This design comes from an exercise in tuning for small area and a short achievable clock period on the open sky130 flow, not from production work.
In this exercise RTL edits were held to simulation tests only and were not proved equivalent to the original.
Power figures rest on the tool's default switching activity, not on a simulated workload.

Design cpuTop, start of the top module:
module cpuTop (
	input logic clk,
	input logic rstN,
	input logic [15:0] instr,  
	input cpuPkg::word_t inBus,
	input cpuPkg::word_t ramRData,
	output cpuPkg::addr_t pc,
	output cpuPkg::addr_t ramAddr,
	output cpuPkg::word_t ramWData,
	output logic ramWe  
);
Size in the first run: about 1800 cells after synthesis, about 87 I/O pins, about 25000 um^2 of cells after synthesis.
Settings: LEC_CHECK=0, CAP_MARGIN=20, CORE_MARGIN=2, CORE_UTILIZATION=45, CTS_BUF_LIST=sky130_fd_sc_hd__clkbuf_8, CTS_CLUSTER_DIAMETER=50, CTS_CLUSTER_SIZE=16, SETUP_SLACK_MARGIN=3.5, SLEW_MARGIN=20, SYNTH_HIERARCHICAL=1, TNS_END_PERCENT=5; clock period 10.5 ns.
standard.sh (not shown) runs the stock make flow with config.mk's settings and CLKGATE_MAP_FILE= SYNTH_SCRIPT=/design/flow/synth_recipe.tcl, a recipe that flattens the netlist after the stock synthesis.
==> flow/flow/run.sh <==
#!/bin/bash
# The standard layout, except that the ports get plain buffers (buf_2) and
# timing repair may not use delay cells. Synthesis runs unchanged first.
set -euo pipefail

PLATFORM_DONT_USE="sky130_fd_sc_hd__probe_p_8 sky130_fd_sc_hd__probec_p_8 sky130_fd_sc_hd__lpflow_bleeder_1 sky130_fd_sc_hd__lpflow_clkbufkapwr_1 sky130_fd_sc_hd__lpflow_clkbufkapwr_16 sky130_fd_sc_hd__lpflow_clkbufkapwr_2 sky130_fd_sc_hd__lpflow_clkbufkapwr_4 sky130_fd_sc_hd__lpflow_clkbufkapwr_8 sky130_fd_sc_hd__lpflow_clkinvkapwr_1 sky130_fd_sc_hd__lpflow_clkinvkapwr_16 sky130_fd_sc_hd__lpflow_clkinvkapwr_2 sky130_fd_sc_hd__lpflow_clkinvkapwr_4 sky130_fd_sc_hd__lpflow_clkinvkapwr_8 sky130_fd_sc_hd__lpflow_decapkapwr_12 sky130_fd_sc_hd__lpflow_decapkapwr_3 sky130_fd_sc_hd__lpflow_decapkapwr_4 sky130_fd_sc_hd__lpflow_decapkapwr_6 sky130_fd_sc_hd__lpflow_decapkapwr_8 sky130_fd_sc_hd__lpflow_inputiso0n_1 sky130_fd_sc_hd__lpflow_inputiso0p_1 sky130_fd_sc_hd__lpflow_inputiso1n_1 sky130_fd_sc_hd__lpflow_inputiso1p_1 sky130_fd_sc_hd__lpflow_inputisolatch_1 sky130_fd_sc_hd__lpflow_isobufsrc_1 sky130_fd_sc_hd__lpflow_isobufsrc_16 sky130_fd_sc_hd__lpflow_isobufsrc_2 sky130_fd_sc_hd__lpflow_isobufsrc_4 sky130_fd_sc_hd__lpflow_isobufsrc_8 sky130_fd_sc_hd__lpflow_isobufsrckapwr_16 sky130_fd_sc_hd__lpflow_lsbuf_lh_hl_isowell_tap_1 sky130_fd_sc_hd__lpflow_lsbuf_lh_hl_isowell_tap_2 sky130_fd_sc_hd__lpflow_lsbuf_lh_hl_isowell_tap_4 sky130_fd_sc_hd__lpflow_lsbuf_lh_isowell_4 sky130_fd_sc_hd__lpflow_lsbuf_lh_isowell_tap_1 sky130_fd_sc_hd__lpflow_lsbuf_lh_isowell_tap_2 sky130_fd_sc_hd__lpflow_lsbuf_lh_isowell_tap_4"
DELAY_CELLS="sky130_fd_sc_hd__clkdlybuf4s15_1 sky130_fd_sc_hd__clkdlybuf4s15_2 sky130_fd_sc_hd__clkdlybuf4s18_1 sky130_fd_sc_hd__clkdlybuf4s18_2 sky130_fd_sc_hd__clkdlybuf4s25_1 sky130_fd_sc_hd__clkdlybuf4s25_2 sky130_fd_sc_hd__clkdlybuf4s50_1 sky130_fd_sc_hd__clkdlybuf4s50_2 sky130_fd_sc_hd__dlygate4sd1_1 sky130_fd_sc_hd__dlygate4sd2_1 sky130_fd_sc_hd__dlygate4sd3_1 sky130_fd_sc_hd__dlymetal6s2s_1 sky130_fd_sc_hd__dlymetal6s4s_1 sky130_fd_sc_hd__dlymetal6s6s_1"

bash standard.sh synth > run_synth.log 2>&1
bash standard.sh "DONT_USE_CELLS=$PLATFORM_DONT_USE $DELAY_CELLS" \
	"BUFFER_PORTS_ARGS=-buffer_cell sky130_fd_sc_hd__buf_2" finish > run_layout.log 2>&1
The baseline ran to the end with no violations.
Edit:
--- a/flow/flow/run.sh
+++ b/flow/flow/run.sh
@@ -1,5 +1,6 @@
 #!/bin/bash
-# The standard layout, except that the ports get plain buffers (buf_2) and
-# timing repair may not use delay cells. Synthesis runs unchanged first.
+# The standard layout, except that the ports get plain buffers (buf_2),
+# timing repair may not use delay cells, and clock tree synthesis inserts no
+# dummy loads. Synthesis runs unchanged first.
 set -euo pipefail
 
@@ -9,3 +10,5 @@
 bash standard.sh synth > run_synth.log 2>&1
 bash standard.sh "DONT_USE_CELLS=$PLATFORM_DONT_USE $DELAY_CELLS" \
-	"BUFFER_PORTS_ARGS=-buffer_cell sky130_fd_sc_hd__buf_2" finish > run_layout.log 2>&1
+	"BUFFER_PORTS_ARGS=-buffer_cell sky130_fd_sc_hd__buf_2" \
+	"CTS_ARGS=-sink_clustering_enable -repair_clock_nets -sink_clustering_size 16 -sink_clustering_max_diameter 50 -buf_list sky130_fd_sc_hd__clkbuf_8 -dont_use_dummy_load" \
+	finish > run_layout.log 2>&1
CORE_UTILIZATION = 58   (was 45)
SETUP_SLACK_MARGIN = 4.0   (was 3.5)
Result: Sequential power barely changes; worst hold slack gets better by 0.0070 ns; design area rose slightly; die area fell by about a fifth; via count rose by a few percent; combinational power rose by a little under a tenth; cell count fell by a few percent; wire length rose slightly; synthesized area stays the same; total power fell by a few percent.
Edit:
--- a/flow/flow/run.sh
+++ b/flow/flow/run.sh
@@ -1,6 +1,5 @@
 #!/bin/bash
-# The standard layout, except that the ports get plain buffers (buf_2),
-# timing repair may not use delay cells, and clock tree synthesis inserts no
-# dummy loads. Synthesis runs unchanged first.
+# The standard layout, except that the ports get plain buffers (buf_2) and
+# timing repair may not use delay cells. Synthesis runs unchanged first.
 set -euo pipefail
 
@@ -10,5 +9,3 @@
 bash standard.sh synth > run_synth.log 2>&1
 bash standard.sh "DONT_USE_CELLS=$PLATFORM_DONT_USE $DELAY_CELLS" \
-	"BUFFER_PORTS_ARGS=-buffer_cell sky130_fd_sc_hd__buf_2" \
-	"CTS_ARGS=-sink_clustering_enable -repair_clock_nets -sink_clustering_size 16 -sink_clustering_max_diameter 50 -buf_list sky130_fd_sc_hd__clkbuf_8 -dont_use_dummy_load" \
-	finish > run_layout.log 2>&1
+	"BUFFER_PORTS_ARGS=-buffer_cell sky130_fd_sc_hd__buf_2" finish > run_layout.log 2>&1
CORE_UTILIZATION = 45   (was 58)
SETUP_SLACK_MARGIN = 5.0   (was 4.0)
Cell area rises by about 11%.
Total power rose by 12%.
Fmax is higher by 5.1%.
Sequential power hardly moves.
Synthesized area does not change.
Worst hold slack improved by 0.022 ns.
Setup slack is better by 0.33 ns.
Synthesized cell count is unchanged.
Edit:
CORE_UTILIZATION = 58   (was 45)
SETUP_SLACK_MARGIN = 4.0   (was 5.0)
The changed run went through all stages and came out clean.
Final area drops by roughly a tenth.
Total power drops by a little under a tenth.
Count of clock-buffer cells in the layout drops by 9.
Routed wire length drops by a little under a tenth.
Sequential share of layout area climbs by 5.3 points.
Worst setup slack loses 0.45 ns.
First-iteration DRC count climbs by a little under a tenth.
Die area drops by about a fifth.

---

cpuTop again, from the RTL that the note above started with.
==> flow/config.mk <==
export PLATFORM = sky130hd
export DESIGN_NAME = cpuTop
export DESIGN_NICKNAME = cpuTop
export VERILOG_FILES = /design/flow/design.v
export SDC_FILE = /design/flow/constraint.sdc
export NUM_CORES = 4
export LEC_CHECK = 0
export CAP_MARGIN = 20
export CORE_MARGIN = 2
export CORE_UTILIZATION = 58
export CTS_BUF_LIST = sky130_fd_sc_hd__clkbuf_8
export CTS_CLUSTER_DIAMETER = 50
export CTS_CLUSTER_SIZE = 16
export SETUP_SLACK_MARGIN = 4.25
export SLEW_MARGIN = 20
export SYNTH_HIERARCHICAL = 1
export TNS_END_PERCENT = 5
==> flow/constraint.sdc <==
create_clock -name core_clock -period 10.5 [get_ports {clk}]
set_input_delay 2.1000 -clock core_clock [delete_from_list [all_inputs] [get_ports {clk}]]
set_output_delay 2.1000 -clock core_clock [all_outputs]
set_load 0.01 [all_outputs]
==> flow/flow/run.sh <==
#!/bin/bash
# The standard layout, except that the ports get plain buffers (buf_2),
# timing repair may not use delay cells, and clock tree synthesis inserts no
# dummy loads. Synthesis runs unchanged first.
set -euo pipefail

PLATFORM_DONT_USE="sky130_fd_sc_hd__probe_p_8 sky130_fd_sc_hd__probec_p_8 sky130_fd_sc_hd__lpflow_bleeder_1 sky130_fd_sc_hd__lpflow_clkbufkapwr_1 sky130_fd_sc_hd__lpflow_clkbufkapwr_16 sky130_fd_sc_hd__lpflow_clkbufkapwr_2 sky130_fd_sc_hd__lpflow_clkbufkapwr_4 sky130_fd_sc_hd__lpflow_clkbufkapwr_8 sky130_fd_sc_hd__lpflow_clkinvkapwr_1 sky130_fd_sc_hd__lpflow_clkinvkapwr_16 sky130_fd_sc_hd__lpflow_clkinvkapwr_2 sky130_fd_sc_hd__lpflow_clkinvkapwr_4 sky130_fd_sc_hd__lpflow_clkinvkapwr_8 sky130_fd_sc_hd__lpflow_decapkapwr_12 sky130_fd_sc_hd__lpflow_decapkapwr_3 sky130_fd_sc_hd__lpflow_decapkapwr_4 sky130_fd_sc_hd__lpflow_decapkapwr_6 sky130_fd_sc_hd__lpflow_decapkapwr_8 sky130_fd_sc_hd__lpflow_inputiso0n_1 sky130_fd_sc_hd__lpflow_inputiso0p_1 sky130_fd_sc_hd__lpflow_inputiso1n_1 sky130_fd_sc_hd__lpflow_inputiso1p_1 sky130_fd_sc_hd__lpflow_inputisolatch_1 sky130_fd_sc_hd__lpflow_isobufsrc_1 sky130_fd_sc_hd__lpflow_isobufsrc_16 sky130_fd_sc_hd__lpflow_isobufsrc_2 sky130_fd_sc_hd__lpflow_isobufsrc_4 sky130_fd_sc_hd__lpflow_isobufsrc_8 sky130_fd_sc_hd__lpflow_isobufsrckapwr_16 sky130_fd_sc_hd__lpflow_lsbuf_lh_hl_isowell_tap_1 sky130_fd_sc_hd__lpflow_lsbuf_lh_hl_isowell_tap_2 sky130_fd_sc_hd__lpflow_lsbuf_lh_hl_isowell_tap_4 sky130_fd_sc_hd__lpflow_lsbuf_lh_isowell_4 sky130_fd_sc_hd__lpflow_lsbuf_lh_isowell_tap_1 sky130_fd_sc_hd__lpflow_lsbuf_lh_isowell_tap_2 sky130_fd_sc_hd__lpflow_lsbuf_lh_isowell_tap_4"
DELAY_CELLS="sky130_fd_sc_hd__clkdlybuf4s15_1 sky130_fd_sc_hd__clkdlybuf4s15_2 sky130_fd_sc_hd__clkdlybuf4s18_1 sky130_fd_sc_hd__clkdlybuf4s18_2 sky130_fd_sc_hd__clkdlybuf4s25_1 sky130_fd_sc_hd__clkdlybuf4s25_2 sky130_fd_sc_hd__clkdlybuf4s50_1 sky130_fd_sc_hd__clkdlybuf4s50_2 sky130_fd_sc_hd__dlygate4sd1_1 sky130_fd_sc_hd__dlygate4sd2_1 sky130_fd_sc_hd__dlygate4sd3_1 sky130_fd_sc_hd__dlymetal6s2s_1 sky130_fd_sc_hd__dlymetal6s4s_1 sky130_fd_sc_hd__dlymetal6s6s_1"

bash standard.sh synth > run_synth.log 2>&1
bash standard.sh "DONT_USE_CELLS=$PLATFORM_DONT_USE $DELAY_CELLS" \
	"BUFFER_PORTS_ARGS=-buffer_cell sky130_fd_sc_hd__buf_2" \
	"CTS_ARGS=-sink_clustering_enable -repair_clock_nets -sink_clustering_size 16 -sink_clustering_max_diameter 50 -buf_list sky130_fd_sc_hd__clkbuf_8 -dont_use_dummy_load" \
	finish > run_layout.log 2>&1
Rerun with:
--- a/flow/flow/run.sh
+++ b/flow/flow/run.sh
@@ -1,6 +1,5 @@
 #!/bin/bash
-# The standard layout, except that the ports get plain buffers (buf_2),
-# timing repair may not use delay cells, and clock tree synthesis inserts no
-# dummy loads. Synthesis runs unchanged first.
+# The standard layout, except that the ports get plain buffers (buf_2) and
+# timing repair may not use delay cells. Synthesis runs unchanged first.
 set -euo pipefail
 
@@ -10,5 +9,3 @@
 bash standard.sh synth > run_synth.log 2>&1
 bash standard.sh "DONT_USE_CELLS=$PLATFORM_DONT_USE $DELAY_CELLS" \
-	"BUFFER_PORTS_ARGS=-buffer_cell sky130_fd_sc_hd__buf_2" \
-	"CTS_ARGS=-sink_clustering_enable -repair_clock_nets -sink_clustering_size 16 -sink_clustering_max_diameter 50 -buf_list sky130_fd_sc_hd__clkbuf_8 -dont_use_dummy_load" \
-	finish > run_layout.log 2>&1
+	"BUFFER_PORTS_ARGS=-buffer_cell sky130_fd_sc_hd__buf_2" finish > run_layout.log 2>&1
- CORE_UTILIZATION: 58 -> 45
- SETUP_SLACK_MARGIN: 4.25 -> 4.0
Sequential power is about the same.
Power went up by 4.5%.
Routed wire length increases by about 7%.
Worst setup slack loses 0.021 ns.
Worst hold slack gains 0.0088 ns.
Fmax falls by 0.31%.
Area after synthesis is unchanged.
Core utilization falls by 15 points.
Register-to-register slack gets worse by 0.16 ns.
Clock power rises by about 40%.

[afterwards: timing with drivers on the ports]
Ports are ideal in the flow. The routed layouts listed here were re-timed in OpenROAD.
Step 1, drivers: a clkbuf_16 drives clk and a buf_2 each remaining input, both assumed.
Step 2 adds t to the input delays and takes it off the output delays; t is the mean of the earliest and latest rising clock arrival at the registers after step 1. Input paths then give back, and output paths get back, about the clock's delay inside the block.
Three values: ideal, step 1, step 2; two values: the first two.
run	t (ns)	setup WS [ns]	worst setup path after step 2
the first run of note 1	0.738	3.291 / 3.267 / 2.606	input to register
the second run of note 1	0.675	3.773 / 3.744 / 3.195	input to register
the third run of note 1	0.736	4.101 / 4.007 / 3.419	input to register
the fourth run of note 1	0.718	3.656 / 3.635 / 3.105	input to register
the first run of note 2	0.692	3.855 / 3.806 / 3.372	input to register
the second run of note 2	0.734	3.835 / 3.799 / 3.185	input to register
After both steps every run listed still meets setup and hold. The setup slack of the first run of note 1, which loses most, moves by -0.024 ns with the drivers and by -0.685 ns with both steps.
